This design comes from an exercise in tuning for a short achievable clock period and few clock cycles per item on the open sky130 flow, not from production work.
The RTL was checked by simulation tests, not by an equivalence proof against the original design.
Power and IR drop assume default switching activity.

==> design.v <==
`default_nettype none
package systolic_pkg;
	localparam int ELEM_W = 8;  
	localparam int DIM = 8;  
	localparam int WORD_W = DIM * ELEM_W;
	localparam int IDX_W = 8;
	localparam int K_W = 4;
	localparam int ROW_W = $clog2(DIM);  
	localparam int PROD_W = 26;  
	localparam int ACC_W = 2 * ELEM_W;  
	typedef logic [ELEM_W-1:0] elem_t;
	typedef logic [WORD_W-1:0] word_t;
	typedef logic [IDX_W-1:0] idx_t;
endpackage
`default_nettype wire
`timescale 1ns/1ns
`default_nettype none
module pe_mul (
	input logic [7:0] a,
	input logic [7:0] b,
	output logic [25:0] v
);
	logic n1, n2, n3, n4, n5, n6, n7, n8, n9, n10, n11, n12, n13, n14, n15, n16, n17, n18, n19, n20;
	assign n1 = (a[0] & b[6]) ^ (a[1] & b[5]);
	assign n2 = (a[0] & b[6]) & (a[1] & b[5]);
	assign n3 = (a[0] & b[7]) ^ (a[1] & b[6]) ^ (a[2] & b[5]);
	assign n4 = ((a[0] & b[7]) & (a[1] & b[6])) | ((a[0] & b[7]) & (a[2] & b[5])) | ((a[1] & b[6]) & (a[2] & b[5]));
	assign n5 = (a[3] & b[4]) ^ (a[4] & b[3]);
	assign n6 = (a[3] & b[4]) & (a[4] & b[3]);
	assign n7 = (a[0] & b[4]) ^ (a[1] & b[3]);
	assign n8 = (a[0] & b[4]) & (a[1] & b[3]);
	assign n9 = (a[0] & b[5]) ^ (a[1] & b[4]) ^ (a[2] & b[3]);
	assign n10 = ((a[0] & b[5]) & (a[1] & b[4])) | ((a[0] & b[5]) & (a[2] & b[3])) | ((a[1] & b[4]) & (a[2] & b[3]));
	assign n11 = (a[3] & b[2]) ^ (a[4] & b[1]);
	assign n12 = (a[3] & b[2]) & (a[4] & b[1]);
	assign n13 = n1 ^ (a[2] & b[4]) ^ (a[3] & b[3]);
	assign n14 = (n1 & (a[2] & b[4])) | (n1 & (a[3] & b[3])) | ((a[2] & b[4]) & (a[3] & b[3]));
	assign n15 = (a[4] & b[2]) ^ (a[5] & b[1]) ^ (a[6] & b[0]);
	assign n16 = ((a[4] & b[2]) & (a[5] & b[1])) | ((a[4] & b[2]) & (a[6] & b[0])) | ((a[5] & b[1]) & (a[6] & b[0]));
	assign n17 = n3 ^ n5 ^ (a[5] & b[2]);
	assign n18 = (n3 & n5) | (n3 & (a[5] & b[2])) | (n5 & (a[5] & b[2]));
	assign n19 = (a[6] & b[1]) ^ (a[7] & b[0]) ^ n2;
	assign n20 = ((a[6] & b[1]) & (a[7] & b[0])) | ((a[6] & b[1]) & n2) | ((a[7] & b[0]) & n2);
	assign v[0] = (a[0] & b[0]);
	assign v[1] = (a[0] & b[1]);
	assign v[2] = (a[1] & b[0]);
	assign v[3] = (a[0] & b[2]);
	assign v[4] = (a[1] & b[1]);
	assign v[5] = (a[2] & b[0]);
	assign v[6] = (a[0] & b[3]);
	assign v[7] = (a[1] & b[2]);
	assign v[8] = (a[2] & b[1]);
	assign v[9] = (a[3] & b[0]);
	assign v[10] = n7;
	assign v[11] = (a[2] & b[2]);
	assign v[12] = (a[3] & b[1]);
	assign v[13] = (a[4] & b[0]);
	assign v[14] = n9;
	assign v[15] = n11;
	assign v[16] = (a[5] & b[0]);
	assign v[17] = n8;
	assign v[18] = n13;
	assign v[19] = n15;
	assign v[20] = n10;
	assign v[21] = n12;
	assign v[22] = n17;
	assign v[23] = n19;
	assign v[24] = n14;
	assign v[25] = n16;
endmodule
module pe_acc (
	input logic [25:0] v,
	input logic [15:0] acc,
	output logic [15:0] acc_n
);
	logic n1, n2, n3, n4, n5, n6, n7, n8, n9, n10, n11, n12, n13, n14, n15, n16, n17, n18, n19, n20, n21, n22, n23, n24, n25, n26, n27, n28, n29, n30, n31, n32, n33, n34, n35, n36, n37, n38, n39, n40, n41, n42, n43, n44, n45, n46, n47, n48, n49, n50, n51, n52;
	assign n1 = v[3] ^ v[4];
	assign n2 = v[3] & v[4];
	assign n3 = v[6] ^ v[7] ^ v[8];
	assign n4 = (v[6] & v[7]) | (v[6] & v[8]) | (v[7] & v[8]);
	assign n5 = v[9] ^ acc[6];
	assign n6 = v[9] & acc[6];
	assign n7 = v[10] ^ v[11] ^ v[12];
	assign n8 = (v[10] & v[11]) | (v[10] & v[12]) | (v[11] & v[12]);
	assign n9 = v[13] ^ acc[8] ^ acc[9];
	assign n10 = (v[13] & acc[8]) | (v[13] & acc[9]) | (acc[8] & acc[9]);
	assign n11 = v[14] ^ v[15] ^ v[16];
	assign n12 = (v[14] & v[15]) | (v[14] & v[16]) | (v[15] & v[16]);
	assign n13 = v[17] ^ acc[10] ^ acc[11];
	assign n14 = (v[17] & acc[10]) | (v[17] & acc[11]) | (acc[10] & acc[11]);
	assign n15 = v[18] ^ v[19] ^ v[20];
	assign n16 = (v[18] & v[19]) | (v[18] & v[20]) | (v[19] & v[20]);
	assign n17 = v[21] ^ acc[12] ^ acc[13];
	assign n18 = (v[21] & acc[12]) | (v[21] & acc[13]) | (acc[12] & acc[13]);
	assign n19 = v[22] ^ v[23] ^ v[24];
	assign n20 = (v[22] & v[23]) | (v[22] & v[24]) | (v[23] & v[24]);
	assign n21 = v[25] ^ acc[14] ^ acc[15];
	assign n22 = (v[25] & acc[14]) | (v[25] & acc[15]) | (acc[14] & acc[15]);
	assign n23 = v[1] ^ v[2];
	assign n24 = v[1] & v[2];
	assign n25 = n1 ^ v[5] ^ acc[4];
	assign n26 = (n1 & v[5]) | (n1 & acc[4]) | (v[5] & acc[4]);
	assign n27 = n3 ^ n5 ^ acc[7];
	assign n28 = (n3 & n5) | (n3 & acc[7]) | (n5 & acc[7]);
	assign n29 = n7 ^ n9 ^ n4;
	assign n30 = (n7 & n9) | (n7 & n4) | (n9 & n4);
	assign n31 = n11 ^ n13 ^ n8;
	assign n32 = (n11 & n13) | (n11 & n8) | (n13 & n8);
	assign n33 = n15 ^ n17 ^ n12;
	assign n34 = (n15 & n17) | (n15 & n12) | (n17 & n12);
	assign n35 = n19 ^ n21 ^ n16;
	assign n36 = (n19 & n21) | (n19 & n16) | (n21 & n16);
	assign n37 = v[0] ^ acc[0];
	assign n38 = v[0] & acc[0];
	assign n39 = n23 ^ acc[2] ^ acc[3];
	assign n40 = (n23 & acc[2]) | (n23 & acc[3]) | (acc[2] & acc[3]);
	assign n41 = n25 ^ acc[5] ^ n24;
	assign n42 = (n25 & acc[5]) | (n25 & n24) | (acc[5] & n24);
	assign n43 = n27 ^ n2 ^ n26;
	assign n44 = (n27 & n2) | (n27 & n26) | (n2 & n26);
	assign n45 = n29 ^ n6 ^ n28;
	assign n46 = (n29 & n6) | (n29 & n28) | (n6 & n28);
	assign n47 = n31 ^ n10 ^ n30;
	assign n48 = (n31 & n10) | (n31 & n30) | (n10 & n30);
	assign n49 = n33 ^ n14 ^ n32;
	assign n50 = (n33 & n14) | (n33 & n32) | (n14 & n32);
	assign n51 = n35 ^ n18 ^ n34;
	assign n52 = (n35 & n18) | (n35 & n34) | (n18 & n34);
	assign acc_n[0] = n37;
	assign acc_n[1] = acc[1];
	assign acc_n[2] = n39;
	assign acc_n[3] = n38;
	assign acc_n[4] = n41;
	assign acc_n[5] = n40;
	assign acc_n[6] = n43;
	assign acc_n[7] = n42;
	assign acc_n[8] = n45;
	assign acc_n[9] = n44;
	assign acc_n[10] = n47;
	assign acc_n[11] = n46;
	assign acc_n[12] = n49;
	assign acc_n[13] = n48;
	assign acc_n[14] = n51;
	assign acc_n[15] = n50;
endmodule
module pe_res (
	input logic [15:0] acc,
	output logic [7:0] sum
);
	logic [1:0][7:0] x;
	assign x[0] = {acc[14], acc[12], acc[10], acc[8], acc[6], acc[4], acc[2], acc[0]};
	assign x[1] = {acc[15], acc[13], acc[11], acc[9], acc[7], acc[5], acc[3], acc[1]};
	assign sum = x[0] + x[1];
endmodule
`default_nettype wire
`timescale 1ns/1ns
`default_nettype none
module skew_feeder (
	input wire clk,
	input wire rst,
	input logic feed_en_i,
	input systolic_pkg::word_t a_word_i,  
	input systolic_pkg::word_t b_word_i,
	output logic [systolic_pkg::DIM*systolic_pkg::DIM*systolic_pkg::PROD_W-1:0] prod_o  
);
	localparam int DIM = systolic_pkg::DIM;
	localparam int ELEM_W = systolic_pkg::ELEM_W;
	localparam int WORD_W = systolic_pkg::WORD_W;
	localparam int PROD_W = systolic_pkg::PROD_W;
	logic [DIM*DIM*PROD_W-1:0] prod_d;
	for (genvar r = 0; r < DIM; r++) begin : g_row
		for (genvar c = 0; c < DIM; c++) begin : g_col
			pe_mul mul_inst (
				.a(a_word_i[WORD_W-1-r*ELEM_W -: ELEM_W]),
				.b(b_word_i[WORD_W-1-c*ELEM_W -: ELEM_W]),
				.v(prod_d[(r*DIM+c)*PROD_W +: PROD_W])
			);
		end
	end
	always_ff @(posedge clk or posedge rst) begin
		if (rst) begin
			prod_o <= '0;
		end else begin
			prod_o <= feed_en_i ? prod_d : '0;
		end
	end
endmodule
`default_nettype wire
`timescale 1ns/1ns
`default_nettype none
module pe_array (
	input wire clk,
	input wire rst,
	input logic [systolic_pkg::DIM*systolic_pkg::DIM*systolic_pkg::PROD_W-1:0] prod_i,
	input logic clear_i,
	output logic [systolic_pkg::DIM*systolic_pkg::WORD_W-1:0] sum_o  
);
	localparam int DIM = systolic_pkg::DIM;
	localparam int ELEM_W = systolic_pkg::ELEM_W;
	localparam int PROD_W = systolic_pkg::PROD_W;
	localparam int ACC_W = systolic_pkg::ACC_W;
	for (genvar e = 0; e < DIM*DIM; e++) begin : g_pe
		logic [ACC_W-1:0] acc_q;
		logic [ACC_W-1:0] acc_d;
		pe_acc acc_inst (
			.v(prod_i[e*PROD_W +: PROD_W]),
			.acc(clear_i ? '0 : acc_q),
			.acc_n(acc_d)
		);
		always_ff @(posedge clk or posedge rst) begin
			if (rst) begin
				acc_q <= '0;
			end else begin
				acc_q <= acc_d;
			end
		end
		pe_res res_inst (
			.acc(acc_q),
			.sum(sum_o[e*ELEM_W +: ELEM_W])
		);
	end
endmodule
`default_nettype wire
`timescale 1ns/1ns
`default_nettype none
module array_sequencer #(
	parameter int MAX_K = 9
) (
	input wire clk,
	input wire rst,
	input logic start_i,
	input logic [systolic_pkg::K_W-1:0] k_i,
	input logic [systolic_pkg::DIM*systolic_pkg::WORD_W-1:0] sum_i,
	output logic feed_en_o,
	output logic clear_o,
	output systolic_pkg::idx_t rd_index_o,
	output logic out_we_o,
	output systolic_pkg::idx_t out_index_o,
	output systolic_pkg::word_t out_wdata_o,
	output logic done_o
);
	localparam int K_W = systolic_pkg::K_W;
	localparam int ROW_W = systolic_pkg::ROW_W;
	localparam int DIM = systolic_pkg::DIM;
	localparam int WORD_W = systolic_pkg::WORD_W;
	localparam int IDX_W = systolic_pkg::IDX_W;
	localparam logic [K_W-1:0] K_MAX = K_W'(MAX_K);
	logic busy_q;  
	logic feed_q;  
	logic [K_W-1:0] rd_q;  
	logic [K_W-1:0] klast_q;  
	logic [K_W-1:0] k_clamp;
	logic start;
	logic first_q;  
	logic last1_q;  
	logic last2_q;  
	logic drain_q;  
	logic [ROW_W-1:0] row_q;  
	logic we_q;
	logic [ROW_W-1:0] idx_q;
	logic done_q;
	logic [DIM-1:1][WORD_W-1:0] bank_q;  
	logic [WORD_W-1:0] out_q;
	always_comb begin
		if (k_i > K_MAX) begin
			k_clamp = K_MAX;
		end else if (k_i == '0) begin
			k_clamp = K_W'(1);
		end else begin
			k_clamp = k_i;
		end
	end
	assign start = !busy_q && start_i;
	assign feed_en_o = start || feed_q;
	assign clear_o = first_q;
	always_ff @(posedge clk or posedge rst) begin
		if (rst) begin
			busy_q <= 1'b0;
			feed_q <= 1'b0;
			rd_q <= '0;
			klast_q <= '0;
			first_q <= 1'b0;
			last1_q <= 1'b0;
			last2_q <= 1'b0;
			drain_q <= 1'b0;
			row_q <= '0;
			we_q <= 1'b0;
			idx_q <= '0;
			done_q <= 1'b0;
		end else begin
			first_q <= start;
			last2_q <= last1_q;
			if (start) begin
				busy_q <= 1'b1;
				feed_q <= (k_clamp != K_W'(1));
				rd_q <= (k_clamp != K_W'(1)) ? K_W'(1) : '0;  
				klast_q <= k_clamp - K_W'(1);
				last1_q <= (k_clamp == K_W'(1));
				row_q <= '0;
			end else begin
				if (done_q) begin
					busy_q <= 1'b0;
				end
				last1_q <= feed_q && (rd_q == klast_q);
				if (feed_q) begin
					if (rd_q == klast_q) begin
						feed_q <= 1'b0;
						rd_q <= '0;
					end else begin
						rd_q <= rd_q + K_W'(1);
					end
				end
			end
			if (last2_q || drain_q) begin
				we_q <= 1'b1;
				idx_q <= row_q;
				row_q <= row_q + ROW_W'(1);
				drain_q <= (row_q != ROW_W'(DIM - 1));
				done_q <= (row_q == ROW_W'(DIM - 1));
			end else begin
				we_q <= 1'b0;
				done_q <= 1'b0;
			end
		end
	end
	always_ff @(posedge clk or posedge rst) begin
		if (rst) begin
			out_q <= '0;
			bank_q <= '0;
		end else if (last2_q) begin
			out_q <= sum_i[0 +: WORD_W];
			for (int r = 1; r < DIM; r++) begin
				bank_q[r] <= sum_i[r*WORD_W +: WORD_W];
			end
		end else if (drain_q) begin
			out_q <= bank_q[1];
			for (int r = 1; r < DIM - 1; r++) begin
				bank_q[r] <= bank_q[r+1];
			end
		end
	end
	assign rd_index_o = IDX_W'(rd_q);
	assign out_we_o = we_q;
	assign out_index_o = IDX_W'(idx_q);
	assign out_wdata_o = out_q;
	assign done_o = done_q;
endmodule
`default_nettype wire
`timescale 1ns/1ns
`default_nettype none
module systolic_top #(
	parameter int MAX_K = 9
) (
	input wire clk,
	input wire rst,
	input logic start_i,
	input logic [systolic_pkg::K_W-1:0] k_i,
	input systolic_pkg::word_t a_rdata_i,  
	input systolic_pkg::word_t b_rdata_i,  
	output systolic_pkg::idx_t rd_index_o,
	output logic out_we_o,
	output systolic_pkg::idx_t out_index_o,
	output systolic_pkg::word_t out_wdata_o,
	output logic done_o
);
	localparam int DIM = systolic_pkg::DIM;
	localparam int WORD_W = systolic_pkg::WORD_W;
	localparam int PROD_W = systolic_pkg::PROD_W;
	logic feed_en;
	logic clear;
	logic [DIM*DIM*PROD_W-1:0] prod;
	logic [DIM*WORD_W-1:0] sum;
	skew_feeder skew_feeder_inst (
		.clk(clk),
		.rst(rst),
		.feed_en_i(feed_en),
		.a_word_i(a_rdata_i),
		.b_word_i(b_rdata_i),
		.prod_o(prod)
	);
	pe_array pe_array_inst (
		.clk(clk),
		.rst(rst),
		.prod_i(prod),
		.clear_i(clear),
		.sum_o(sum)
	);
	array_sequencer #(
		.MAX_K(MAX_K)
	) array_sequencer_inst (
		.clk(clk),
		.rst(rst),
		.start_i(start_i),
		.k_i(k_i),
		.sum_i(sum),
		.feed_en_o(feed_en),
		.clear_o(clear),
		.rd_index_o(rd_index_o),
		.out_we_o(out_we_o),
		.out_index_o(out_index_o),
		.out_wdata_o(out_wdata_o),
		.done_o(done_o)
	);
endmodule
`default_nettype wire
==> run.sh <==
#!/bin/bash
# synth_recipe.tcl (not shown) runs the flow's synth.tcl, then flattens the netlist and writes it again
# the make line also repeats each setting of config.mk as NAME=value (left out here)
make -C /OpenROAD-flow-scripts/flow DESIGN_CONFIG=/design/flow/config.mk WORK_HOME=/design/flow/orfs CLKGATE_MAP_FILE= SYNTH_SCRIPT=/design/flow/synth_recipe.tcl finish
==> config.mk <==
export PLATFORM = sky130hd
export DESIGN_NAME = systolic_top
export DESIGN_NICKNAME = systolic_top
export VERILOG_FILES = /design/flow/design.v
export SDC_FILE = /design/flow/constraint.sdc
export NUM_CORES = 4
export LEC_CHECK = 0
export CAP_MARGIN = 20
export CORE_MARGIN = 2
export CORE_UTILIZATION = 40
export SLEW_MARGIN = 20
==> constraint.sdc <==
create_clock -name core_clock -period 5.0 [get_ports {clk}]
set_input_delay 1.0000 -clock core_clock [delete_from_list [all_inputs] [get_ports {clk}]]
set_output_delay 1.0000 -clock core_clock [all_outputs]
set_load 0.01 [all_outputs]
==> notes.md <==
cell families after synthesis:
logic type      Yosys count
simple gates           4690
flops                  3158
buf+inv                2535
fa+ha+maj              2245
compound gates         1230
xor+xnor               1124
mux                     444
other cells               1
layout by cell type, fill, tap and decap left out, types with 97 or more instances in the layout:
cell	n
sky130_fd_sc_hd__clkbuf_16	357
sky130_fd_sc_hd__buf_4	280
sky130_fd_sc_hd__nand2_1	1441
sky130_fd_sc_hd__a211oi_1	113
sky130_fd_sc_hd__and3_1	904
sky130_fd_sc_hd__nor2b_1	780
sky130_fd_sc_hd__nand2b_1	369
sky130_fd_sc_hd__o21ai_0	424
sky130_fd_sc_hd__xnor2_1	770
sky130_fd_sc_hd__ha_1	837
sky130_fd_sc_hd__inv_1	1586
sky130_fd_sc_hd__fa_1	1408
sky130_fd_sc_hd__mux2_2	97
sky130_fd_sc_hd__xor2_1	306
sky130_fd_sc_hd__nor2_1	707
sky130_fd_sc_hd__a21oi_1	253
sky130_fd_sc_hd__a21o_1	147
sky130_fd_sc_hd__dfrtp_1	3155
sky130_fd_sc_hd__mux2i_1	347
sky130_fd_sc_hd__clkdlybuf4s50_1	111
sky130_fd_sc_hd__and2_1	386
power by group through the flow:
stage | clock, mW | sequential, mW | combinational (mW)
floorplan | 0 | 37.8 | 37.0
global placement | 0 | 39.9 | 46.3
finish | 26.9 | 39.4 | 47.5
detailed placement | 0 | 40.0 | 48.1
CTS | 27.5 | 39.6 | 48.4
global route | 28.5 | 40.2 | 54.8
stage by stage:
| step | power, mW | setup slack (ns) | cells | area [µm²] | hold slack (ns) |
|---|---|---|---|---|---|
| 2_1_floorplan | 74.7 | -39.96 | 15400 | 174000 | 0.331 |
| 3_3_place_gp | 86.3 | 1.39 | 20800 | 183000 | 0.333 |
| 3_5_place_dp | 88.1 | 1.41 | 20800 | 183000 | 0.349 |
| 4_1_cts | 115 | 1.35 | 21400 | 195000 | 0.348 |
| 5_1_grt | 123 | 1.29 | 21400 | 195000 | 0.370 |
| 6_report | 114 | 1.38 | 21400 | 195000 | 0.348 |
critical path: stages, from the launching register on:
cell and delay (ns):
sky130_fd_sc_hd__dfrtp_4 1.06, sky130_fd_sc_hd__buf_12 0.34, sky130_fd_sc_hd__buf_4 0.26, sky130_fd_sc_hd__nand2b_1 0.15
sky130_fd_sc_hd__fa_1 0.44, sky130_fd_sc_hd__fa_1 0.50, sky130_fd_sc_hd__fa_1 0.55, sky130_fd_sc_hd__inv_1 0.04
cell type report:
class,count,area (µm²)
diodes,38,95.1
multi-input cells,9742,85500
clock inverters,109,1480
inverters,1589,5980
repair buffers,548,5290
well taps,5734,7170
flip-flops and latches,3158,79000
fillers,40100,239000
clock buffers,519,10400
worst paths after layout:
check | slack (ns) | startpoint | to
worst max register to register | 1.38 | array_sequencer_inst.first_q | pe_array_inst.g_pe[28].acc_q[8]
min in group asynchronous | 0.86 | rst | array_sequencer_inst.row_q[2]
worst max-delay path | 1.38 | array_sequencer_inst.first_q | pe_array_inst.g_pe[28].acc_q[8]
max in group asynchronous | 2.95 | rst | skew_feeder_inst.prod_o[1662]
worst min register to register | 0.35 | array_sequencer_inst.last1_q | array_sequencer_inst.last2_q
worst min-delay path | 0.35 | array_sequencer_inst.last1_q | array_sequencer_inst.last2_q
cell usage after synthesis (8+ instances only):
cell type / instances
sky130_fd_sc_hd__xnor2_1: 770
sky130_fd_sc_hd__clkbuf_1: 696
sky130_fd_sc_hd__mux2i_1: 347
sky130_fd_sc_hd__nor2b_1: 780
sky130_fd_sc_hd__a211o_1: 8
sky130_fd_sc_hd__o21a_1: 58
sky130_fd_sc_hd__xnor3_1: 48
sky130_fd_sc_hd__ha_1: 837
sky130_fd_sc_hd__a211oi_1: 113
sky130_fd_sc_hd__a21o_1: 147
sky130_fd_sc_hd__a21oi_1: 253
sky130_fd_sc_hd__dfrtp_1: 3158
sky130_fd_sc_hd__xor2_1: 306
sky130_fd_sc_hd__nor2_1: 707
sky130_fd_sc_hd__fa_1: 1408
sky130_fd_sc_hd__nand2_1: 1441
sky130_fd_sc_hd__and2b_1: 36
sky130_fd_sc_hd__nand2b_1: 369
sky130_fd_sc_hd__or3_1: 57
sky130_fd_sc_hd__and2_1: 386
sky130_fd_sc_hd__buf_1: 18
sky130_fd_sc_hd__a31o_2: 69
sky130_fd_sc_hd__and3_1: 904
sky130_fd_sc_hd__a311oi_1: 48
sky130_fd_sc_hd__mux2_2: 97
sky130_fd_sc_hd__inv_1: 1588
sky130_fd_sc_hd__o21ai_1: 46
sky130_fd_sc_hd__o31a_1: 57
sky130_fd_sc_hd__buf_4: 54
sky130_fd_sc_hd__o21ai_0: 424
sky130_fd_sc_hd__buf_2: 178
state kept, by name (all words and copies together) (netlist names):
name	count
array_sequencer_inst.last1_q	1
array_sequencer_inst.we_q	1
array_sequencer_inst.drain_q	1
array_sequencer_inst.idx_q	3
array_sequencer_inst.bank_q	448
skew_feeder_inst.prod_o	1664
array_sequencer_inst.rd_q	4
array_sequencer_inst.first_q	1
array_sequencer_inst.busy_q	1
array_sequencer_inst.row_q	3
array_sequencer_inst.last2_q	1
array_sequencer_inst.out_q	64
array_sequencer_inst.done_q	1
array_sequencer_inst.klast_q	4
array_sequencer_inst.feed_q	1
pe_array_inst.g_pe.acc_q	960
metal layers:
layer	routed length, µm	vias to the layer above	part of all wire [%]
met3	26900	737	5.6
met4	13500	66	2.8
met2	232000	2258	48
met1	211000	56200	44
li1	-	48300	-
met5	395	-	0.082
==> impl_results.html <==
<table>
<tr><th>Metric</th><th>Value</th></tr>
<tr><th colspan="2">Yosys</th></tr>
<tr><td>Post-synthesis share of cell area spent on and, or, nand and nor gates</td><td>13.8%</td></tr>
<tr><td>Compound-gate portion of the synthesized area</td><td>4.39%</td></tr>
<tr><td>Share of cell area taken by muxes after synthesis</td><td>2.62%</td></tr>
<tr><td>Distinct cells, synth</td><td>46</td></tr>
<tr><td>Flip-flop and latch count after synthesis</td><td>3158</td></tr>
<tr><td>Synth area leader</td><td>sky130_fd_sc_hd__dfrtp_1</td></tr>
<tr><td>Synthesized netlist cell count</td><td>15400</td></tr>
<tr><td>Synth Cell Area</td><td>174000 µm²</td></tr>
<tr><td>Number of warnings reported in the yosys synthesis log</td><td>3</td></tr>
<tr><td>Number of enable-type register cells in the synthesized netlist</td><td>0</td></tr>
<tr><td>Register area share after synthesis</td><td>45.3%</td></tr>
<tr><td>Most instantiated flip-flop cell in the synthesis netlist</td><td>sky130_fd_sc_hd__dfrtp_1</td></tr>
<tr><td>Synthesized-area fraction occupied by xor and xnor cells</td><td>6.02%</td></tr>
<tr><td>Proportion of netlist area held by the largest area contributor</td><td>45.3%</td></tr>
<tr><td>Combinational family with the most area after synthesis</td><td>adder cells</td></tr>
<tr><td>Average cell area after synthesis</td><td>11.3 µm²</td></tr>
<tr><td>Top post-synthesis cells by area</td><td>sky130_fd_sc_hd__dfrtp_1, sky130_fd_sc_hd__fa_1, sky130_fd_sc_hd__ha_1, sky130_fd_sc_hd__xnor2_1, sky130_fd_sc_hd__inv_1</td></tr>
<tr><td>Fraction of registers with async set/reset</td><td>100%</td></tr>
<tr><td>Adder and majority gate portion of the synthesized area</td><td>22.2%</td></tr>
<tr><th colspan="2">Global route</th></tr>
<tr><td>Antenna violations before repair</td><td>83</td></tr>
<tr><td>Met2 Use GR</td><td>36.7%</td></tr>
<tr><td>Aggregate global-route resource usage</td><td>22.2%</td></tr>
<tr><td>Vias in the first global route</td><td>114000</td></tr>
<tr><td>Global-route wire length before repair</td><td>741000 µm</td></tr>
<tr><td>Maximum number of pins on one net before global-route repair</td><td>155</td></tr>
<tr><td>Global route hottest layer</td><td>met2</td></tr>
<tr><td>Met3 usage in global routing</td><td>3.98%</td></tr>
<tr><td>Total congestion overflow</td><td>0</td></tr>
<tr><td>Global routing usage on met1</td><td>30.2%</td></tr>
<tr><th colspan="2">Power</th></tr>
<tr><td>Pwr dens</td><td>584 nW/µm²</td></tr>
<tr><td>Power share of the sequential group</td><td>34.6%</td></tr>
<tr><td>Share of total power in the clock network</td><td>23.7%</td></tr>
<tr><td>Sw Pwr</td><td>43.0 mW</td></tr>
<tr><td>Logic gate share of total power</td><td>41.7%</td></tr>
<tr><td>Static power due to leakage</td><td>96.1 nW</td></tr>
<tr><td>Design internal power</td><td>70.8 mW</td></tr>
<tr><td>Switching share of power</td><td>37.8%</td></tr>
<tr><td>Worst VDD drop</td><td>0.438 mV</td></tr>
<tr><th colspan="2">Timing</th></tr>
<tr><td>Final count of pins violating max slew</td><td>0</td></tr>
<tr><td>F_max</td><td>276 MHz</td></tr>
<tr><td>Final setup fails</td><td>0</td></tr>
<tr><td>Worst relative slew slack</td><td>19.7%</td></tr>
<tr><td>Setup TNS</td><td>0 ns</td></tr>
<tr><td>Total count of hold-check failures in the final report</td><td>0</td></tr>
<tr><td>Minimum clock period after layout</td><td>3.62 ns</td></tr>
<tr><td>RSZ-0062 raised after global routing</td><td>no</td></tr>
<tr><td>Share of the clock period used by the worst path after layout</td><td>72.4%</td></tr>
<tr><td>Transition time of the tightest slew-check pin</td><td>1.20 ns</td></tr>
<tr><td>Setup skew after layout</td><td>0.0384 ns</td></tr>
<tr><th colspan="2">Floorplanning</th></tr>
<tr><td>Ports placed on the boundary</td><td>217</td></tr>
<tr><td>Die Width</td><td>664 µm</td></tr>
<tr><td>Initial Utilization</td><td>40.2%</td></tr>
<tr><td>Die outline area</td><td>441000 µm²</td></tr>
<tr><td>Site Rows</td><td>242</td></tr>
<tr><td>Core Area</td><td>434000 µm²</td></tr>
<tr><td>Die Ht</td><td>664 µm</td></tr>
<tr><th colspan="2">Hold path</th></tr>
<tr><td>Instance count along the most critical hold path</td><td>0</td></tr>
<tr><td>Worst Hold Class</td><td>register to register</td></tr>
<tr><th colspan="2">Detailed routing</th></tr>
<tr><td>Residual antenna-violating net count after detailed routing</td><td>0</td></tr>
<tr><td>First-pass detailed-route iteration total</td><td>6</td></tr>
<tr><td>Routed vias</td><td>108000</td></tr>
<tr><td>Remaining DRCs</td><td>0</td></tr>
<tr><td>Detailed-route wire length per cell</td><td>22.6 µm</td></tr>
<tr><td>Per-cell via count in the routed design</td><td>5.02</td></tr>
<tr><td>Routed Wire Length</td><td>484000 µm</td></tr>
<tr><td>First DRT Iteration DRCs</td><td>7026</td></tr>
<tr><th colspan="2">Setup path</th></tr>
<tr><td>CP Data Required Time</td><td>5.82 ns</td></tr>
<tr><td>Startpoint type of the worst setup path</td><td>register</td></tr>
<tr><td>Highest net fanout along the worst path</td><td>61</td></tr>
<tr><td>Length in cells of the worst reg-to-reg path</td><td>7</td></tr>
<tr><td>Element type at the critical path end</td><td>register</td></tr>
<tr><td>Worst Setup Path Type</td><td>register to register</td></tr>
<tr><td>Arr. time, crit path</td><td>4.44 ns</td></tr>
<tr><th colspan="2">Clocking</th></tr>
<tr><td>Clk slew on worst S/H paths</td><td>0.06 ns</td></tr>
<tr><td>Clock latency (worst-skew pair)</td><td>0.97 ns</td></tr>
<tr><td>Clock sinks</td><td>3158</td></tr>
<tr><td>Clk root buf</td><td>sky130_fd_sc_hd__clkbuf_16</td></tr>
<tr><td>Total CTS buffers</td><td>352</td></tr>
<tr><td>H-tree depth reported by CTS</td><td>5</td></tr>
<tr><td>TritonCTS clock tree</td><td>yes</td></tr>
<tr><td>Longest Clk Path Bufs</td><td>4</td></tr>
<tr><td>Post-CTS setup buffer count</td><td>0</td></tr>
<tr><td>Total of cells resized after clock tree synthesis</td><td>0</td></tr>
<tr><td># hold bufs at CTS</td><td>0</td></tr>
<tr><th colspan="2">Cells and area</th></tr>
<tr><td>Area growth, synth to finish</td><td>11.8%</td></tr>
<tr><td>Final cell utilization of the core</td><td>44.9%</td></tr>
<tr><td>Nets</td><td>17800</td></tr>
<tr><td>Share of final-layout standard cells stronger than drive strength 1</td><td>7.47%</td></tr>
<tr><th colspan="2">Placement</th></tr>
<tr><td>Quantity of I/O buffers inserted on ports</td><td>207</td></tr>
<tr><td>HPWL Detailed</td><td>324000 µm</td></tr>
<tr><td>Final RePlAce weighted congestion</td><td>0.818</td></tr>
<tr><th colspan="2">Outcome</th></tr>
<tr><td>Outcome</td><td>timing/DRC/antenna clean</td></tr>
<tr><th colspan="2">Run</th></tr>
<tr><td>Count of maximum capacitance violations</td><td>0</td></tr>
</table>
Testbench counts, summed over its fixed seeds: cycles 18,142, items 1,200.

-- static timing again, ports no longer ideal --
In the flow no input, the clock included, has a driving cell. The finished layout below was timed again as built, in two steps.
Step 1 assumes that a clkbuf_16 drives the clock port and a buf_2 every other input.
Step 2 adds t to the input delays and takes it off the output delays; t is the mean of the earliest and latest rising clock arrival at the registers after step 1. Input paths then give back, and output paths get back, about the clock's delay inside the block.
Three values: no drivers, after step 1, after step 2; two values: the first two.
t, ns: 1.048
setup slack, ns: 1.378 / 1.378 / 1.356
worst hold slack (ns): 0.348 / 0.348 / 0.348
worst data-port slew with drivers (ns): 0.41
pins driven straight from the clock port: 1
After both steps setup and hold are still met in this run. The setup slack of this run moves by 0.000 ns with the drivers and by -0.022 ns with both steps.
